Background: an optimization exercise with open tools, aiming at small area. Do not read the settings as production practice. No functional check of the RTL was part of any run shown here. No activity file was given, so power comes from the tool's default toggle rates.

File: design/flow/constraint.sdc
create_clock -name core_clock -period 13.0 [get_ports {clock}]
set_input_delay 2.6000 -clock core_clock [delete_from_list [all_inputs] [get_ports {clock}]]
set_output_delay 2.6000 -clock core_clock [all_outputs]
set_load 0.01 [all_outputs]
File: design/flow/run.sh
#!/bin/bash
# synth_recipe.tcl (not shown) runs the flow's synth.tcl, then flattens the netlist and writes it again
# the make line also repeats each setting of config.mk as NAME=value (left out here)
make -C /OpenROAD-flow-scripts/flow DESIGN_CONFIG=/design/flow/config.mk WORK_HOME=/design/flow/orfs CLKGATE_MAP_FILE= SYNTH_SCRIPT=/design/flow/synth_recipe.tcl finish
File: design/flow/config.mk
export PLATFORM = sky130hd
export DESIGN_NAME = alu_datapath
export DESIGN_NICKNAME = alu_datapath
export VERILOG_FILES = /design/flow/design.v
export SDC_FILE = /design/flow/constraint.sdc
export NUM_CORES = 8
export LEC_CHECK = 0
export CAP_MARGIN = 20
export CORE_MARGIN = 2
export CORE_UTILIZATION = 40
export SLEW_MARGIN = 20
File: design/flow/design.v
`default_nettype none
package alu_types_pkg;
	typedef logic [32-1:0] word_t;
	typedef logic [2*32-1:0] dword_t;
	typedef enum logic [3:0] {
		OP_AND  = 4'd0,
		OP_OR   = 4'd1,
		OP_NEG  = 4'd2,
		OP_NOT  = 4'd3,
		OP_ADD  = 4'd4,
		OP_SUB  = 4'd5,
		OP_MUL  = 4'd6,
		OP_DIV  = 4'd7,
		OP_SHR  = 4'd8,
		OP_SHRA = 4'd9,
		OP_SHL  = 4'd10,
		OP_ROR  = 4'd11,
		OP_ROL  = 4'd12
	} alu_op_t;
	typedef struct packed {
		alu_op_t op;
		word_t   y;
		word_t   b;
	} operand_s;
endpackage
`default_nettype wire
`default_nettype none
package alu_ctrl_pkg;
	typedef enum logic [1:0] {
		DIV_IDLE,
		DIV_PREP,
		DIV_ITER,
		DIV_FIX
	} div_state_t;
	typedef struct packed {
		logic [32-1:0] hi;
		logic [32-1:0] lo;
	} result_s;
endpackage
`default_nettype wire
`timescale 1ns/1ps
`default_nettype none
module alu_datapath (
	input  wire        clock,
	input  wire        rst_n,
	input  wire [31:0] bus,
	input  wire        y_in,
	input  wire        start,
	input  wire [3:0]  op,
	output wire [31:0] z_hi,
	output wire [31:0] z_lo,
	output reg         done,
	output wire        busy
);
	localparam [2:0] PH_IDLE = 3'd0;
	localparam [2:0] PH_PRE  = 3'd1;
	localparam [2:0] PH_MAIN = 3'd2;
	localparam [2:0] PH_FIX1 = 3'd3;
	localparam [2:0] PH_FIX2 = 3'd4;
	localparam [2:0] PH_POST = 3'd5;
	localparam [2:0] PH_ZL   = 3'd6;
	localparam [2:0] PH_SH   = 3'd7;
	reg [31:0] y_q;
	reg [63:0] z_q;
	reg [2:0]  ph;
	reg [4:0]  cnt;
	reg [3:0]  op_q;
	reg [32:0] a;
	reg [31:0] q;
	reg [31:0] m;
	reg        c;
	reg        ys;
	assign z_hi = z_q[63:32];
	assign z_lo = z_q[31:0];
	assign busy = (ph != PH_IDLE);
	wire take = start & (ph == PH_IDLE);
	wire o_and  = (op_q == 4'd0);
	wire o_or   = (op_q == 4'd1);
	wire o_neg  = (op_q == 4'd2);
	wire o_not  = (op_q == 4'd3);
	wire o_add  = (op_q == 4'd4);
	wire o_sub  = (op_q == 4'd5);
	wire o_mul  = (op_q == 4'd6);
	wire o_div  = (op_q == 4'd7);
	wire o_shr  = (op_q == 4'd8);
	wire o_shra = (op_q == 4'd9);
	wire o_shl  = (op_q == 4'd10);
	wire o_ror  = (op_q == 4'd11);
	wire o_rol  = (op_q == 4'd12);
	wire i_mul   = (op == 4'd6);
	wire i_div   = (op == 4'd7);
	wire i_shift = op[3] & (~op[2] | (~op[1] & ~op[0]));
	wire p_pre  = (ph == PH_PRE);
	wire p_main = (ph == PH_MAIN);
	wire p_fix1 = (ph == PH_FIX1);
	wire p_fix2 = (ph == PH_FIX2);
	wire p_post = (ph == PH_POST);
	wire p_zl   = (ph == PH_ZL);
	wire p_sh   = (ph == PH_SH);
	wire cnt0 = (cnt == 5'd0);
	wire zload = p_zl | (p_sh & cnt0);
	reg en, inv, cin;
	wire nz = |a[31:0];
	always @* begin
		en = 1'b0;
		inv = 1'b0;
		cin = 1'b0;
		if (p_main & o_mul) begin
			en = q[0];
			inv = cnt0 & q[0];
			cin = inv;
		end else if (p_main) begin
			en = 1'b1;
			inv = ~a[32] ^ m[31];
			cin = inv;
		end else if (p_pre & o_div) begin
			inv = q[31];
		end else if (p_pre) begin
			en = cnt[0] & (o_and | o_or | o_add | o_sub);
		end else if (p_fix1) begin
			en = a[32];
			inv = m[31];
			cin = inv;
		end else if (p_fix2) begin
			en = ys & nz;
			inv = ~m[31];
			cin = inv;
		end
	end
	wire [32:0] bop = ({m[31], m} & {33{en}}) ^ {33{inv}};
	wire [32:0] s;
	wire [33:0] cy;
	assign cy[0] = cin;
	genvar gi;
	generate
		for (gi = 0; gi < 33; gi = gi + 1) begin : g_add
			assign s[gi] = a[gi] ^ bop[gi] ^ cy[gi];
			assign cy[gi+1] = (a[gi] & bop[gi]) | (a[gi] & cy[gi]) | (bop[gi] & cy[gi]);
		end
	endgenerate
	wire a0g = a[0] & ~o_div;
	wire iq  = o_neg | o_not | (o_div & ys);
	wire sx  = q[0] ^ iq;
	wire sy  = a0g ^ o_sub;
	wire ssum = sx ^ sy ^ c;
	wire scar = (sx & sy) | (sx & c) | (sy & c);
	wire sel_mul = p_main;
	wire sel_sra = p_sh & o_shra;
	wire sel_and = (p_post & (o_and | (op_q[3] & op_q[2] & (op_q[1] | op_q[0])))) | (p_sh & o_shr);
	wire sel_or  = (p_post & o_or) | (p_sh & o_ror) | p_pre | p_fix2;
	wire f = sel_mul ? s[0] :
	         sel_sra ? q[31] :
	         sel_and ? (q[0] & a0g) :
	         sel_or  ? (q[0] | a0g) : ssum;
	wire lfill = p_main ? ~s[32] : ((p_sh & o_shl) ? 1'b0 : q[31]);
	wire q_r = (p_main & o_mul) | p_post | p_fix2 | (p_pre & cnt[0]) | (p_sh & (o_shr | o_shra | o_ror));
	wire q_l = (p_main & o_div) | p_fix1 | (p_pre & ~cnt[0]) | (p_sh & (o_shl | o_rol));
	wire a_r = (p_main & o_mul) | (p_post & ~o_div);
	wire a_l = (p_main & o_div & ~cnt0) | (p_pre & o_div);
	wire a_u = ~a_r & ~a_l;
	always @(posedge clock) begin
		if (take) begin
			a <= 33'd0;
			q <= y_q;
			m <= bus;
			op_q <= op;
		end else begin
			if (a_r)
				a <= {s[32], s[32] & o_mul, s[31:1]};
			else if (a_l)
				a <= {s[31:0], q[31]};
			else
				a <= s;
			if (q_r)
				q <= {f, q[31:1]};
			else if (q_l)
				q <= {q[30:0], lfill};
			else
				q <= 32'd0;
		end
	end
	wire nq_c = m[31] | (ys & ~q[0]);
	always @(posedge clock) begin
		if (p_pre & ~cnt[0])
			c <= o_sub | o_neg;
		else if (p_fix2)
			c <= nq_c ^ (ys & nz);
		else
			c <= scar;
		if (p_pre)
			ys <= q[31];
		else if (p_fix2)
			ys <= nq_c;
	end
	always @(posedge clock or negedge rst_n) begin
		if (!rst_n) begin
			ph <= PH_IDLE;
		end else begin
			case (ph)
				PH_IDLE: if (start) ph <= i_shift ? PH_SH : (i_mul ? PH_MAIN : PH_PRE);
				PH_PRE:  if (cnt0) ph <= o_div ? PH_MAIN : PH_POST;
				PH_MAIN: if (cnt0) ph <= o_div ? PH_FIX1 : PH_ZL;
				PH_FIX1: ph <= PH_FIX2;
				PH_FIX2: ph <= PH_POST;
				PH_POST: if (cnt0) ph <= PH_ZL;
				PH_ZL:   ph <= PH_IDLE;
				default: if (cnt0) ph <= PH_IDLE;
			endcase
		end
	end
	always @(posedge clock) begin
		if (take)
			cnt <= i_shift ? bus[4:0] : (i_mul ? 5'd31 : (i_div ? 5'd0 : 5'd1));
		else if (~(p_fix1 | p_fix2))
			cnt <= cnt - 5'd1;
	end
	always @(posedge clock or negedge rst_n) begin
		if (!rst_n)
			y_q <= 32'd0;
		else if (y_in)
			y_q <= bus;
	end
	always @(posedge clock or negedge rst_n) begin
		if (!rst_n) begin
			z_q <= 64'd0;
			done <= 1'b0;
		end else begin
			done <= zload;
			if (zload)
				z_q <= {a[31:0], q};
		end
	end
endmodule
`default_nettype wire
==> results of run 1 <==
## Yosys cell counts, types with 2 or more instances
cell,n
o21a_1,2
nand4_1,4
nor2b_1,4
a21oi_1,22
dfxtp_1,65
nand3_1,2
xnor2_1,36
nor4_1,9
edfxtp_1,43
inv_1,69
and3_1,2
a22oi_1,2
buf_2,16
nor2_1,49
nor3_2,2
a211oi_1,37
xor2_1,2
nor3b_1,4
o22ai_1,4
or3_1,4
dfrtp_1,100
buf_1,3
a31oi_1,6
a222oi_1,30
mux2i_1,31
fa_1,33
nand2b_1,8
nor4b_1,2
nor3_1,6
a211o_1,3
clkbuf_1,32
nand2_1,49
or2_2,2
o21ai_0,13
mux2_2,97
o211ai_1,2
## how the worst max path moves through the flow
stage          startpoint    end  slack (ns)  cells past startpoint
3_3_place_gp         a[7]  a[31]       -1.22                     43
4_1_cts            cnt[1]  a[31]       -1.24                     43
5_1_grt            cnt[0]  a[31]       -1.62                     43
6_report           cnt[1]  a[31]       -1.19                     43
3_5_place_dp       cnt[0]  a[31]       -1.28                     43
2_1_floorplan      cnt[0]  a[31]       -1.23                     44
## through the flow
stage          power (mW)  instance area, um2  setup slack [ns]  std cells  utilization, %
2_1_floorplan        2.37                9860             -1.23        816               -
3_3_place_gp         3.02               11800             -1.22       1279            48.7
3_5_place_dp         3.05               11800             -1.28       1279            48.7
4_1_cts              3.75               12600             -1.24       1325            52.3
5_1_grt              4.05               12600             -1.62       1326            52.4
6_report             3.75               12600             -1.19       1326            52.4
## routing by layer
metal	part of all wire (%)	vias up	GRT usage, %
met4	1.6	0	3.81
met1	51	3230	26.3
met5	0	-	0
li1	-	3253	-
met2	44	133	27.1
met3	3.7	25	2.31
## area by class of cell
cell class                      count  area share (%)
Tap cell                          324            3.21
Sequential cell                   208            40.3
Clock buffer                       31            5.03
Clock inverter                     10            1.14
Timing Repair Buffer              197            13.8
Multi-Input combinational cell    486            34.4
Inverter                           70            2.09
## worst min-delay path, stage by stage, from the launching register on
cell and delay [ns]:
dfrtp_1 0.34, a222oi_1 0.06, inv_1 0.05
## sequential cells by signal, summed over array words and instances, names as in the netlist
name / count
z_q: 64
a: 33
m: 32
q: 32
y_q: 32
cnt: 5
op_q: 4
ph: 3
c: 1
done: 1
ys: 1
## repair_timing
action	CTS	global route
pin swaps	2	3
gates resized for setup	6	5
setup buffers	5	1
setup endpoints to repair	6	7
## power breakdown
part / switching (mW) / internal (mW)
Combinational: 0.982 / 1.04
Clock: 0.260 / 0.405
Sequential: 0.135 / 0.927
## kinds of logic after synthesis
kind of cell	count (synthesis)
flops	208
simple gates	154
compound gates	131
mux	128
buf+inv	122
xor+xnor	39
fa+ha+maj	34
==> results.txt, run 1 <==
status=complete, but fails checks; violated checks=setup timing; Fillers=2179; share of the synthesized area in the top cell type=25.7%; critical path arrival=~15 ns; crit share post-route=109%; Post-Synth Adder-Cell Area=around 6.9%; Hold Path Sink=q[1]; register area=between 0.005 and 0.006 mm2; Peak Freq=between 70 and 80 MHz; initial antenna violation count=0; Least-Margin Pin Slew=0.916 ns; R2R Path End=a[31]; final layout net count=~1100; Diodes inserted=0; Rel. slew slack=38.9%; Crit path buffers/inverters=3; Synth Area in Simple Gates=7.66%; commonest non-fill, non-tap cell in the layout=clkdlybuf4s50_1; vias=6641; total length of routed wires=22400 um; largest family of logic cells by synthesized area=multiplexers; Setup Viol. Count Final=6; Reg clk slew, reported paths=0.06 ns; main area contributors after synthesis=dfrtp_1 (26%), dfxtp_1 (13%), edfxtp_1 (13%); first-pass GRT wire length=~36000 um; final worst path period need=around 14 ns; Power per Cell Area=297 mW/mm2; maxcap violations=0; sequential element share of the synthesized area=roughly 52%; Routed Antenna Nets=0; Max H-tree Level=1; Worst Hold Class=flop to flop; multi-input gate area in the final layout=roughly 0.0043 mm2; Clock Tree Buf Depth=3; DR iter-0 viols=538; required time of the worst setup path=between 10 and 15 ns; synthesized cell area=0.00972 mm2; Total Routing Usage GR=approximately 17%; R2R Path Start=cnt[1]; syn avg cell area=11.9 um2; hold_sp=y_q[1]; Cell Rows=57; final hold viol count=0; Hold Path Stages=2; Sinks on Clock Net=208; via/cell ratio=between 5 and 6; syn_nets=890; leading register cell type out of synthesis=dfrtp_1; Starting Density=40.3%; Die Ht=approximately 160 um; leak pwr=approximately 5.2 nW; WS Path Type=flop to flop; Syn Inst Count=816; worst clock skew=0.0111 ns; Yosys cell types=57; FF-to-FF setup slack=-1.19 ns; Worst IR Drop VDD=116 uV; routed len/inst=roughly 17 um; Port Buffers=around 110; layout cells sized above 1=~28%; total CTS buffers=23; Final Max Slew Viols=0; first-pass iteration count of the detailed router=6; xor-xnor portion of the synthesized cell area=3.65%; vias in the first global route=6615; Hold Buf Count CTS=0; setup_tns=-4.88 ns; area of the core=between 0.02 and 0.025 mm2; Synth warnings=1; endpoint type of the worst setup path=flop; crit start category=flop; Synth Register Bits=208; CP most frequent cell=fa_2; largest area contributor in the netlist=dfrtp_1; Die ar.=0.0256 mm2; I/O pin count=106; Final WS setup=-1.19 ns; Reg2Reg Depth=43; multiplexer share of the synthesized area=roughly 14%; GRT overflow=0; Slowest-stage cell, CP=or4b_4; critical path's top delay family=adder cells; worst-path maximum fanout=3; unrepaired setup endpoints after global routing=yes; fraction of registers with async set or reset after synthesis=48.1%; CTS tree=yes; # DRC=0; Die W=approximately 160 um; Final GP Congestion=approximately 0.81; complex-gate fraction of the synthesized area=under 10%; largest net degree at the start of global routing=between 100 and 150; hold slack=~0.47 ns; most frequent cells in the layout=clkdlybuf4s50_1 (104), dfrtp_1 (100), mux2_2 (97); Layout area overhead=29.9%; Root Driver=clkbuf_16; worst skew pair latency=0.52 ns; CP max stage delay=0.49 ns; Post-synth EDFFs=43; post-DP HPWL=15900 um
==> run 2, diff against run 1 <==
--- a/design/flow/design.v
+++ b/design/flow/design.v
@@ -127,17 +127,26 @@
 			cin = inv;
 		end
 	end
-	wire [32:0] bop = ({m[31], m} & {33{en}}) ^ {33{inv}};
-	wire [32:0] s;
-	wire [33:0] cy;
+	localparam integer SK0 = 8;
+	localparam integer SK1 = 18;
+	wire [31:0] bop = (m & {32{en}}) ^ {32{inv}};
+	wire [31:0] s;
+	wire [32:0] cy;
+	wire [32:0] cr;
 	assign cy[0] = cin;
 	genvar gi;
 	generate
-		for (gi = 0; gi < 33; gi = gi + 1) begin : g_add
+		for (gi = 0; gi < 32; gi = gi + 1) begin : g_add
 			assign s[gi] = a[gi] ^ bop[gi] ^ cy[gi];
-			assign cy[gi+1] = (a[gi] & bop[gi]) | (a[gi] & cy[gi]) | (bop[gi] & cy[gi]);
+			assign cr[gi+1] = (a[gi] & bop[gi]) | (a[gi] & cy[gi]) | (bop[gi] & cy[gi]);
+			if (gi + 1 == SK1) begin : g_skip
+				assign cy[gi+1] = (&(a[SK1-1:SK0] ^ bop[SK1-1:SK0])) ? cy[SK0] : cr[gi+1];
+			end else begin : g_rip
+				assign cy[gi+1] = cr[gi+1];
+			end
 		end
 	endgenerate
+	wire s32 = (a[31] & bop[31]) | (a[31] & s[31]) | (bop[31] & s[31]);
 	wire a0g = a[0] & ~o_div;
 	wire iq  = o_neg | o_not | (o_div & ys);
 	wire sx  = q[0] ^ iq;
@@ -152,31 +161,28 @@
 	         sel_sra ? q[31] :
 	         sel_and ? (q[0] & a0g) :
 	         sel_or  ? (q[0] | a0g) : ssum;
-	wire lfill = p_main ? ~s[32] : ((p_sh & o_shl) ? 1'b0 : q[31]);
+	wire lfill = p_main ? ~s[31] : ((p_sh & o_shl) ? 1'b0 : q[31]);
 	wire q_r = (p_main & o_mul) | p_post | p_fix2 | (p_pre & cnt[0]) | (p_sh & (o_shr | o_shra | o_ror));
 	wire q_l = (p_main & o_div) | p_fix1 | (p_pre & ~cnt[0]) | (p_sh & (o_shl | o_rol));
 	wire a_r = (p_main & o_mul) | (p_post & ~o_div);
 	wire a_l = (p_main & o_div & ~cnt0) | (p_pre & o_div);
 	wire a_u = ~a_r & ~a_l;
+	wire a_sr = ~take & a_r;
+	wire a_sl = ~take & a_l;
+	wire a_su = ~take & a_u;
+	wire q_ld = take;
+	wire q_sr = ~take & q_r;
+	wire q_sl = ~take & q_l;
+	wire [32:0] a_rsrc = {s32, s32 & o_mul, s[31:1]};
+	wire [32:0] a_lsrc = {s[31:0], q[31]};
+	wire [32:0] a_nxt = ({33{a_sr}} & a_rsrc) | ({33{a_sl}} & a_lsrc) | ({33{a_su}} & {s[31], s});
+	wire [31:0] q_nxt = ({32{q_ld}} & y_q) | ({32{q_sr}} & {f, q[31:1]}) | ({32{q_sl}} & {q[30:0], lfill});
 	always @(posedge clock) begin
+		a <= a_nxt;
+		q <= q_nxt;
 		if (take) begin
-			a <= 33'd0;
-			q <= y_q;
 			m <= bus;
 			op_q <= op;
-		end else begin
-			if (a_r)
-				a <= {s[32], s[32] & o_mul, s[31:1]};
-			else if (a_l)
-				a <= {s[31:0], q[31]};
-			else
-				a <= s;
-			if (q_r)
-				q <= {f, q[31:1]};
-			else if (q_l)
-				q <= {q[30:0], lfill};
-			else
-				q <= 32'd0;
 		end
 	end
 	wire nq_c = m[31] | (ys & ~q[0]);
==> results.txt, run 2 <==
status=complete, but fails checks; violated checks=setup timing; Final Max Slew Viols=0 (unchanged); GRT overflow=0 (unchanged); Routed Antenna Nets=0 (unchanged); Setup crit start=ph[2]; Sinks on Clock Net=208 (unchanged); Net Switching=0.927 mW (-33%); final instance area=0.0126 mm2 (-0.50%); Worst IR Drop VDD=115 uV (-1.1%); worst skew pair latency=0.52 ns (about the same); Peak Freq=69.5 MHz (-1.4%); required time of the worst setup path=13.44 ns (+0.04 ns); Slowest-stage cell, CP=fa_1; worst-path maximum fanout=5 (+2); Die ar.=0.0256 mm2 (+0.18%); combinational power share=40.8% (-13 points); post-DP HPWL=15700 um (-1.5%); Setup Viol. Count Final=6 (unchanged); Internal Dissipation=1.90 mW (-20%); crit start category=flop; Largest register FFs=64 (unchanged); first-pass GRT wire length=35700 um (-0.83%); initial antenna violation count=0 (unchanged); vias=6573 (-1.0%); Post-synth top cells=dfrtp_1 (100), mux2_2 (97), nand2_1 (69); final hold viol count=0 (unchanged); main area contributors after synthesis=dfrtp_1 (26%), dfxtp_1 (14%), edfxtp_1 (13%); worst clock skew=0.0105 ns (-0.000654 ns); # DRC=0 (unchanged); WS Path Type=flop to flop; DP Cell Count=1243 (-2.8%); Rel. slew slack=31.6% (-7.3 points); crit share post-route=111% (+1.6 points); DR iter-0 viols=498 (-7.4%); Post-synth EDFFs=42 (-2.3%); Die W=160 um (about the same); syn avg cell area=12.3 um2 (+3.2%); fraction of registers with async set or reset after synthesis=48.1% (unchanged); via/cell ratio=5.10 (+1.9%); layout cells sized above 1=28.5% (+0.084 points); endpoint type of the worst setup path=flop; maxcap violations=0 (unchanged); CTS tree=yes; R2R Path Start=ph[2]; CP most frequent cell=fa_2; Root Driver=clkbuf_16; total length of routed wires=22300 um (-0.48%); Reg clk slew, reported paths=0.06 ns (about the same); largest area contributor in the netlist=dfrtp_1; CP max stage delay=0.59 ns (+0.10 ns); Final GP Congestion=0.845 (+3.9%); Largest regs=z_q: 64 flops, a: 33 flops; Synth warnings=1 (unchanged); total CTS buffers=23 (unchanged); hold slack=0.488 ns (+0.0143 ns); Syn Inst Count=792 (-2.9%); Worst Hold Class=flop to flop; sequential power share=34.7% (+6.4 points); most frequent cells in the layout=clkdlybuf4s50_1 (104), dfrtp_1 (100), mux2_2 (96); Synth Register Bits=208 (unchanged); leak pwr=5.38 nW (+2.7%); share of the synthesized area in the top cell type=25.7% (-0.046 points); Diodes inserted=0 (unchanged); critical path arrival=14.83 ns (+0.24 ns); Max H-tree Level=1 (unchanged); routed len/inst=17.3 um (+2.5%); unrepaired setup endpoints after global routing=yes; Cell Rows=57 (unchanged); Final WS setup=-1.39 ns (-0.202 ns); synthesized cell area=0.00974 mm2 (+0.18%); clock share of power=24.5% (+6.7 points); Setup crit end=a[31]; post-route insts no fill=1288 (-2.9%); Reg2Reg Depth=42 (-2.3%); Least-Margin Pin Slew=1.02 ns (+0.105 ns); Post-Place Cell Area=0.0117 mm2 (-0.70%); Starting Density=40.4% (+0.073 points); top-count cell post-synth=dfrtp_1; Yosys cell types=66 (+16%); Total Routing Usage GR=17.3% (-0.20 points); area of the core=0.0241 mm2 (unchanged); sw frac=32.8% (-3.9 points); commonest non-fill, non-tap cell in the layout=clkdlybuf4s50_1; Clock Tree Buf Depth=3 (unchanged); Port Buffers=105 (unchanged); Top reg by flops=z_q; sequential element share of the synthesized area=52.2% (-0.20 points); final layout net count=1032 (-2.6%); Power per Cell Area=225 mW/mm2 (-24%); syn_nets=877 (-1.5%); largest net degree at the start of global routing=72 (-29%); FF-to-FF setup slack=-1.39 ns (-0.20 ns); R2R Path End=a[31]; I/O pin count=106 (unchanged); Die Ht=160 um (about the same); vias in the first global route=6508 (-1.6%); final worst path period need=14.39 ns (+0.202 ns); Layout area overhead=29.0%; first-pass iteration count of the detailed router=5 (-1); leading register cell type out of synthesis=dfrtp_1
-- run 2: timing repair --
action | 4_1_cts | 5_1_grt
hold buffers | 0 | 0
setup buffers | 0 | 3
resized for setup | 6 | 8
setup endpoints to repair | 7 | 7
cloned | 0 | 0
pin swaps | 2 | 6
-- run 2: cell type report --
cell class | instances | area, um2
repair buffers | 184 | 1650
multi-input cells | 484 | 4440
well taps | 324 | 405
clock inverters | 14 | 195
inverters | 46 | 173
fillers | 2176 | 11500
clock buffers | 28 | 624
flip-flops and latches | 208 | 5080
-- run 2: worst min-delay path by stage --
| stage | startpoint | endpoint | slack (ns) | cells after the start |
|---|---|---|---|---|
| after floorplan | y_q[22] | q[22] | 0.45 | 2 |
| after global placement | y_q[22] | q[22] | 0.45 | 2 |
| after detailed placement | y_q[27] | q[27] | 0.47 | 2 |
| after CTS | y_q[27] | q[27] | 0.48 | 2 |
| after global routing | y_q[29] | q[29] | 0.51 | 2 |
| final | y_q[22] | q[22] | 0.49 | 2 |
-- run 2: logic make-up (layout without fill, tap and decap cells) --
family / Yosys count / after routing / share of synthesized area, %
fa+ha+maj: 46 / 46 / 8.43
flops: 208 / 208 / 52.2
mux: 97 / 97 / 11.2
buf+inv: 100 / 272 / 4.47
compound gates: 154 / 154 / 12.4
simple gates: 149 / 149 / 7.90
xor+xnor: 38 / 38 / 3.42
-- run 2: critical path, delay by kind of cell, from the launching register on --
kind            cells  cell delay, ns
xor+xnor            1            0.18
fa+ha+maj          32           11.86
compound gates      3            0.38
flops               1            0.39
mux                 1            0.28
simple gates        3            1.10
buf+inv             2            0.11
-- run 2: power by group through the flow --
stage               Clock, mW  Sequential, mW  Combinational (mW)
floorplan                   0            1.03               0.610
global placement            0           0.991                1.12
detailed placement          0           0.993                1.13
CTS                     0.709           0.983                1.14
global route            0.735            1.00                1.28
finish                  0.692           0.980                1.15
-- run 2: metal layers --
layer	share of wire [%]	routed length, um	vias to the layer above	track usage (%)
met5	0	0	-	0
met4	1.7	378	0	4.05
met3	4.9	1090	27	2.65
met2	44	9770	168	25.8
met1	50	11100	3199	26.4
li1	-	-	3179	-
-- run 2: metrics by stage --
| stage | total power [mW] | utilization [%] | TNS, ns | worst slack, ns |
|---|---|---|---|---|
| after floorplan | 1.65 | - | -6.22 | -1.41 |
| after global placement | 2.11 | 48.4 | -6.36 | -1.43 |
| after detailed placement | 2.13 | 48.4 | -6.98 | -1.52 |
| after CTS | 2.83 | 51.9 | -6.55 | -1.44 |
| after global routing | 3.01 | 52.1 | -9.03 | -1.81 |
| final | 2.82 | 52.1 | -6.16 | -1.39 |
==> run 3, diff against run 2 <==
--- a/design/flow/config.mk
+++ b/design/flow/config.mk
@@ -5,7 +5,9 @@
 export SDC_FILE = /design/flow/constraint.sdc
 export NUM_CORES = 8
 export LEC_CHECK = 0
-export CAP_MARGIN = 20
+export CAP_MARGIN = 0
 export CORE_MARGIN = 2
 export CORE_UTILIZATION = 40
-export SLEW_MARGIN = 20
+export CTS_BUF_LIST = sky130_fd_sc_hd__clkbuf_8
+export GPL_TIMING_DRIVEN = 0
+export SLEW_MARGIN = 0
==> results.txt, run 3 <==
Final Max Slew Viols=0 (unchanged); FF-to-FF setup slack=-1.64 ns (-0.25 ns); Cell Rows=57 (unchanged); area of the core=0.0241 mm2 (unchanged); Clock Tree Buf Depth=3 (unchanged); Largest regs=z_q: 64 flops, a: 33 flops; first-pass GRT wire length=37000 um (+3.8%); worst skew pair latency=0.54 ns (+0.02 ns); CTS tree=yes; initial antenna violation count=0 (unchanged); Reg2Reg Depth=45 (+7.1%); leak pwr=5.27 nW (-2.1%); vias in the first global route=6916 (+6.3%); syn avg cell area=12.3 um2 (unchanged); via/cell ratio=5.17 (+1.2%); Synth Register Bits=208 (unchanged); Sinks on Clock Net=208 (unchanged); CP most frequent cell=fa_2; Yosys cell types=66 (unchanged); Synth warnings=1 (unchanged); post-DP HPWL=16900 um (+7.8%); Port Buffers=104 (-0.95%); WS Path Type=flop to flop; fraction of registers with async set or reset after synthesis=48.1% (unchanged); Final WS setup=-1.64 ns (-0.248 ns); Largest register FFs=64 (unchanged); R2R Path Start=ph[1]; Layout area overhead=26.5%; unrepaired setup endpoints after global routing=yes; crit start category=flop; maxcap violations=0 (unchanged); Setup Viol. Count Final=7 (+1); worst clock skew=0.0278 ns (+0.0173 ns); crit share post-route=113% (+1.9 points); Reg clk slew, reported paths=0.06 ns (about the same); Root Driver=clkbuf_8; Starting Density=40.4% (unchanged); CP max stage delay=0.60 ns (about the same); commonest non-fill, non-tap cell in the layout=clkdlybuf4s50_1; layout cells sized above 1=25.4% (-3.1 points); R2R Path End=a[31]; Rel. slew slack=23.1% (-8.5 points); post-place setup slack=-2.26 ns (-0.743 ns); largest area contributor in the netlist=dfrtp_1; final worst path period need=14.64 ns (+0.248 ns); Final GP Congestion=0.901 (+6.7%); status=complete, but fails checks; final hold viol count=0 (unchanged); required time of the worst setup path=13.46 ns (+0.02 ns); endpoint type of the worst setup path=flop; Least-Margin Pin Slew=1.14 ns (+0.122 ns); final layout net count=1042 (+0.97%); post-route insts no fill=1308 (+1.6%); GRT overflow=0 (unchanged); syn_nets=877 (unchanged); violated checks=setup timing; worst-path maximum fanout=6 (+1); Final Core Density=51.1% (-1.0 points); critical path arrival=15.10 ns (+0.27 ns); Setup crit start=ph[1]; I/O pin count=106 (unchanged); total length of routed wires=23200 um (+4.1%); Die Ht=160 um (unchanged); Die ar.=0.0256 mm2 (unchanged); DR iter-0 viols=670 (+35%); main area contributors after synthesis=dfrtp_1 (26%), dfxtp_1 (14%), edfxtp_1 (13%); hold slack=0.478 ns (-0.00979 ns); most frequent cells in the layout=clkdlybuf4s50_1 (103), dfrtp_1 (100), mux2_2 (96); Post-Place Cell Area=0.0114 mm2 (-2.5%); Diodes inserted=0 (unchanged); final instance area=0.0123 mm2 (-1.9%); Setup crit end=a[31]; Routed Antenna Nets=0 (unchanged); Peak Freq=68.3 MHz (-1.7%); Worst IR Drop VDD=84.8 uV (-26%); sequential element share of the synthesized area=52.2% (unchanged); total CTS buffers=37 (+61%); largest net degree at the start of global routing=69 (-4.2%); Max H-tree Level=2 (+1); Die W=160 um (unchanged); Syn Inst Count=792 (unchanged); Post-synth EDFFs=42 (unchanged); Worst Hold Class=flop to flop; synthesized cell area=0.00974 mm2 (unchanged); routed len/inst=17.8 um (+2.5%); first-pass iteration count of the detailed router=6 (+1); Top reg by flops=z_q; # DRC=0 (unchanged); Power per Cell Area=213 mW/mm2 (-5.2%); DP Cell Count=1222 (-1.7%); top-count cell post-synth=dfrtp_1; setup_tns=-7.94 ns (-1.79 ns); Slowest-stage cell, CP=fa_2; share of the synthesized area in the top cell type=25.7% (unchanged); Post-synth top cells=dfrtp_1 (100), mux2_2 (97), nand2_1 (69); total power draw=2.63 mW (-7.0%); Total Routing Usage GR=18.2% (+0.97 points); leading register cell type out of synthesis=dfrtp_1; vias=6758 (+2.8%)
[run 3: logic make-up after synthesis]
kind of cell,count (synthesis),synth area share [%]
and+or+nand+nor,149,7.90
xor gates and xnor gates,38,3.42
buffers and inverters,100,4.47
muxes,97,11.2
AOI/OAI and AO/OA,154,12.4
DFF,208,52.2
adders and majority gates,46,8.43
[run 3: metal layers]
metal / vias up / GRT usage, % / share of wire (%)
met4: 0 / 6.55 / 2.8
met3: 51 / 4.18 / 5.7
li1: 3222 / - / -
met5: - / 0 / 0
met2: 208 / 28.2 / 44
met1: 3277 / 25.3 / 47
[run 3: what timing repair did]
| item | 4_1_cts | 5_1_grt |
|---|---|---|
| setup buffers | 15 | 5 |
| setup endpoints to repair | 9 | 8 |
| pin swaps | 10 | 5 |
| resized for setup | 18 | 9 |
| hold buffers | 0 | 0 |
[run 3: critical path, delay by kind of cell (launching register included)]
kind | cells | cell delay, ns
XOR/XNOR | 1 | 0.15
multiplexers | 1 | 0.28
buffers and inverters | 5 | 0.50
AND/OR/NAND/NOR | 3 | 1.02
flip-flops | 1 | 0.33
adder cells (fa/ha/maj) | 32 | 11.88
AO/OA/AOI/OAI | 3 | 0.37
[run 3: how the worst min path moves through the flow]
stage | end | startpoint | cells after the start | slack (ns)
after floorplan | q[22] | y_q[22] | 2 | 0.45
after global placement | q[26] | y_q[26] | 2 | 0.46
after detailed placement | q[28] | y_q[28] | 2 | 0.46
after CTS | q[29] | y_q[29] | 2 | 0.48
after global routing | q[22] | y_q[22] | 2 | 0.50
final | q[29] | y_q[29] | 2 | 0.48
[run 3: report_power, final]
group / total (mW) / internal (mW) / switching (mW)
logic: 1.02 / 0.541 / 0.480
registers: 1.04 / 0.869 / 0.172
clock network: 0.564 / 0.301 / 0.262
total: 2.63 / 1.71 / 0.914
[run 3: final cells by class]
| class | count | area [um2] |
|---|---|---|
| inverter | 46 | 173 |
| clock inverter | 27 | 155 |
| fill | 2190 | 11800 |
| multi-input combinational | 484 | 4430 |
| buffer | 54 | 290 |
| clock buffer | 39 | 537 |
| tap | 324 | 405 |
| sequential | 208 | 5080 |
| timing repair buffer | 126 | 1250 |
==> run 4, diff against run 3 <==
--- a/design/flow/config.mk
+++ b/design/flow/config.mk
@@ -5,9 +5,11 @@
 export SDC_FILE = /design/flow/constraint.sdc
 export NUM_CORES = 8
 export LEC_CHECK = 0
-export CAP_MARGIN = 0
+export CAP_MARGIN = 20
 export CORE_MARGIN = 2
 export CORE_UTILIZATION = 40
 export CTS_BUF_LIST = sky130_fd_sc_hd__clkbuf_8
+export CTS_CLUSTER_DIAMETER = 80
+export CTS_CLUSTER_SIZE = 20
 export GPL_TIMING_DRIVEN = 0
-export SLEW_MARGIN = 0
+export SLEW_MARGIN = 20
==> results.txt, run 4 <==
combinational power share=42.5% (+3.6 points); FF-to-FF setup slack=-1.72 ns (-0.08 ns); required time of the worst setup path=13.45 ns (about the same); Routed Antenna Nets=0 (unchanged); Root Driver=clkbuf_8; Largest register FFs=64 (unchanged); CTS tree=yes; Total Routing Usage GR=17.9% (-0.36 points); Diodes inserted=0 (unchanged); final layout net count=1022 (-1.9%); Top reg by flops=z_q; syn_nets=877 (unchanged); Clock Tree Buf Depth=3 (unchanged); GRT overflow=0 (unchanged); largest net degree at the start of global routing=76 (+10%); first-pass GRT wire length=36700 um (-0.86%); Slowest-stage cell, CP=fa_2; sequential power share=43.1% (+3.4 points); final hold viol count=0 (unchanged); Final WS setup=-1.72 ns (-0.0785 ns); Setup Viol. Count Final=7 (unchanged); vias in the first global route=6652 (-3.8%); Syn Inst Count=792 (unchanged); endpoint type of the worst setup path=flop; CP max stage delay=0.63 ns (+0.03 ns); Starting Density=40.4% (unchanged); crit start category=flop; # DRC=0 (unchanged); critical path arrival=15.16 ns (+0.06 ns); Synth warnings=1 (unchanged); sw frac=35.8% (+0.96 points); largest area contributor in the netlist=dfrtp_1; Peak Freq=68.0 MHz (-0.53%); leak pwr=5.02 nW (-4.7%); Die W=160 um (unchanged); worst clock skew=0.0310 ns (+0.00329 ns); crit share post-route=113% (+0.60 points); initial antenna violation count=0 (unchanged); Final GP Congestion=0.901 (unchanged); post-DP HPWL=16900 um (-0.22%); top-count cell post-synth=dfrtp_1; Post-synth top cells=dfrtp_1 (100), mux2_2 (97), nand2_1 (69); Largest regs=z_q: 64 flops, a: 33 flops; synthesized cell area=0.00974 mm2 (unchanged); Fillers=2195 (+0.23%); sequential element share of the synthesized area=52.2% (unchanged); final worst path period need=14.72 ns (+0.0785 ns); Reg clk slew, reported paths=0.12 ns (+0.06 ns); commonest non-fill, non-tap cell in the layout=clkdlybuf4s50_1; I/O pin count=106 (unchanged); most frequent cells in the layout=clkdlybuf4s50_1 (103), dfrtp_1 (100), mux2_2 (96); first-pass iteration count of the detailed router=8 (+2); worst skew pair latency=0.52 ns (-0.02 ns); leading register cell type out of synthesis=dfrtp_1; Final Max Slew Viols=0 (unchanged); Final Core Density=49.5% (-1.6 points); total CTS buffers=15 (-59%); maxcap violations=0 (unchanged); post-place setup slack=-2.26 ns (-0.00108 ns); share of the synthesized area in the top cell type=25.7% (unchanged); syn avg cell area=12.3 um2 (unchanged); routed len/inst=17.9 um (+0.51%); CP most frequent cell=fa_2; vias=6558 (-3.0%); unrepaired setup endpoints after global routing=yes; via/cell ratio=5.16 (about the same); Synth Register Bits=208 (unchanged); Power per Cell Area=201 mW/mm2 (-5.5%); Port Buffers=104 (unchanged); Cell Rows=57 (unchanged); setup_tns=-8.38 ns (-0.433 ns); WS Path Type=flop to flop; layout cells sized above 1=23.7% (-1.7 points); total length of routed wires=22700 um (-2.4%); hold slack=0.498 ns (+0.0205 ns); DR iter-0 viols=719 (+7.3%); Sinks on Clock Net=208 (unchanged); Max H-tree Level=1 (-1); Die Ht=160 um (unchanged); fraction of registers with async set or reset after synthesis=48.1% (unchanged); area of the core=0.0241 mm2 (unchanged); Internal Dissipation=1.54 mW (-9.8%); main area contributors after synthesis=dfrtp_1 (26%), dfxtp_1 (14%), edfxtp_1 (13%); Worst IR Drop VDD=106 uV (+25%); worst-path maximum fanout=6 (unchanged); clock share of power=14.4% (-7.1 points); Least-Margin Pin Slew=1.20 ns (+0.0564 ns); Rel. slew slack=19.3% (-3.8 points); Net Switching=0.860 mW (-5.9%); Hold Buf Count CTS=0 (unchanged); status=complete, but fails checks; violated checks=setup timing; Post-synth EDFFs=42 (unchanged); Worst Hold Class=flop to flop; Yosys cell types=66 (unchanged); Die ar.=0.0256 mm2 (unchanged); Layout area overhead=22.6%
-- run 4: cell types whose count changed in the layout (fill, tap and decap cells not counted), moves of 2 or more --
cell / delta
clkinv_2: -2
inv_1: -14
clkbuf_8: -24
inv_6: -2
-- run 4: final timing paths --
check                           start  endpoint  cells after the start
worst max-delay path            ph[1]     a[31]                     45
worst max register to register  ph[1]     a[31]                     45
min in group asynchronous       rst_n      done                      1
worst min register to register   q[7]      q[8]                      2
max in group asynchronous       rst_n    z_q[6]                      2
worst min-delay path             q[7]      q[8]                      2
-- run 4: layout make-up --
cell class,instances,area [um2],area share [%]
sequential,208,5080,42.6
multi-input combinational,484,4420,37.0
timing repair buffer,128,1270,10.6
tap,324,405,3.39
buffer,54,292,2.44
clock buffer,15,206,1.73
inverter,46,173,1.45
clock inverter,11,91.3,0.765
-- run 4: worst max-delay path, delay by kind of cell, from the launching register on --
kind | cells | cell delay (ns)
buf+inv | 5 | 0.49
fa+ha+maj | 32 | 11.91
simple gates | 3 | 1.02
mux | 1 | 0.28
flops | 1 | 0.36
compound gates | 3 | 0.38
xor+xnor | 1 | 0.19
-- run 4: metal layers --
| layer | vias to the layer above | part of all wire, % | track usage [%] |
|---|---|---|---|
| met3 | 24 | 5.6 | 2.99 |
| met1 | 3198 | 47 | 25.9 |
| li1 | 3157 | - | - |
| met4 | 0 | 1.8 | 3.48 |
| met5 | - | 0 | 0 |
| met2 | 179 | 45 | 28.5 |
-- run 4: cells by family (layout without fill, tap and decap cells) --
logic type,Yosys count,after routing,share of synthesized area (%)
flip-flops,208,208,52.2
adder cells (fa/ha/maj),46,46,8.43
buffers and inverters,100,254,4.47
multiplexers,97,97,11.2
XOR/XNOR,38,38,3.42
AO/OA/AOI/OAI,154,154,12.4
AND/OR/NAND/NOR,149,149,7.90
-- run 4: through the flow --
| step | power, mW | area, um2 | instances |
|---|---|---|---|
| after floorplan | 1.65 | 9870 | 792 |
| after global placement | 2.01 | 11300 | 1220 |
| after detailed placement | 2.03 | 11400 | 1222 |
| after CTS | 2.40 | 11800 | 1261 |
| after global routing | 2.59 | 11900 | 1270 |
| final | 2.40 | 11900 | 1270 |
-- run 4: timing repair --
item | CTS | global route
setup endpoints to repair | 9 | 8
buffers inserted | 13 | 9
resized for setup | 14 | 10
cloned | 0 | 0
pin swaps | 15 | 2
-- run 4: power by group through the flow --
stage / Combinational (mW) / Clock, mW / Sequential, mW
CTS: 1.00 / 0.362 / 1.04
detailed placement: 0.975 / 0 / 1.05
floorplan: 0.610 / 0 / 1.03
global route: 1.14 / 0.386 / 1.07
global placement: 0.961 / 0 / 1.05
finish: 1.02 / 0.346 / 1.04

re-timing with driven ports:
The flow's constraints put no driver on any port. The routed layouts listed below were extracted and timed again, unchanged, in two steps.
Step 1 assumes that a clkbuf_16 drives the clock port and a buf_2 every other input.
Step 2 also shifts input and output timing later by t, the mid clock arrival at the registers, as if the neighbouring blocks saw the same clock.
Three values: ideal ports, drivers, drivers and shift; two values: the first two.
run | t (ns) | setup WS [ns] | worst setup path after step 2 | worst register clock-pin slew, ns | pins driven straight from the clock port
run 1 | 0.555 | -1.187 / -1.187 / -1.187 | register to register | 0.06 / 0.06 | 1
run 2 | 0.560 | -1.389 / -1.389 / -1.389 | register to register | 0.06 / 0.06 | 1
run 3 | 0.577 | -1.637 / -1.637 / -1.637 | register to register | 0.07 / 0.07 | 1
run 4 | 0.550 | -1.716 / -1.716 / -1.716 | register to register | 0.12 / 0.12 | 1
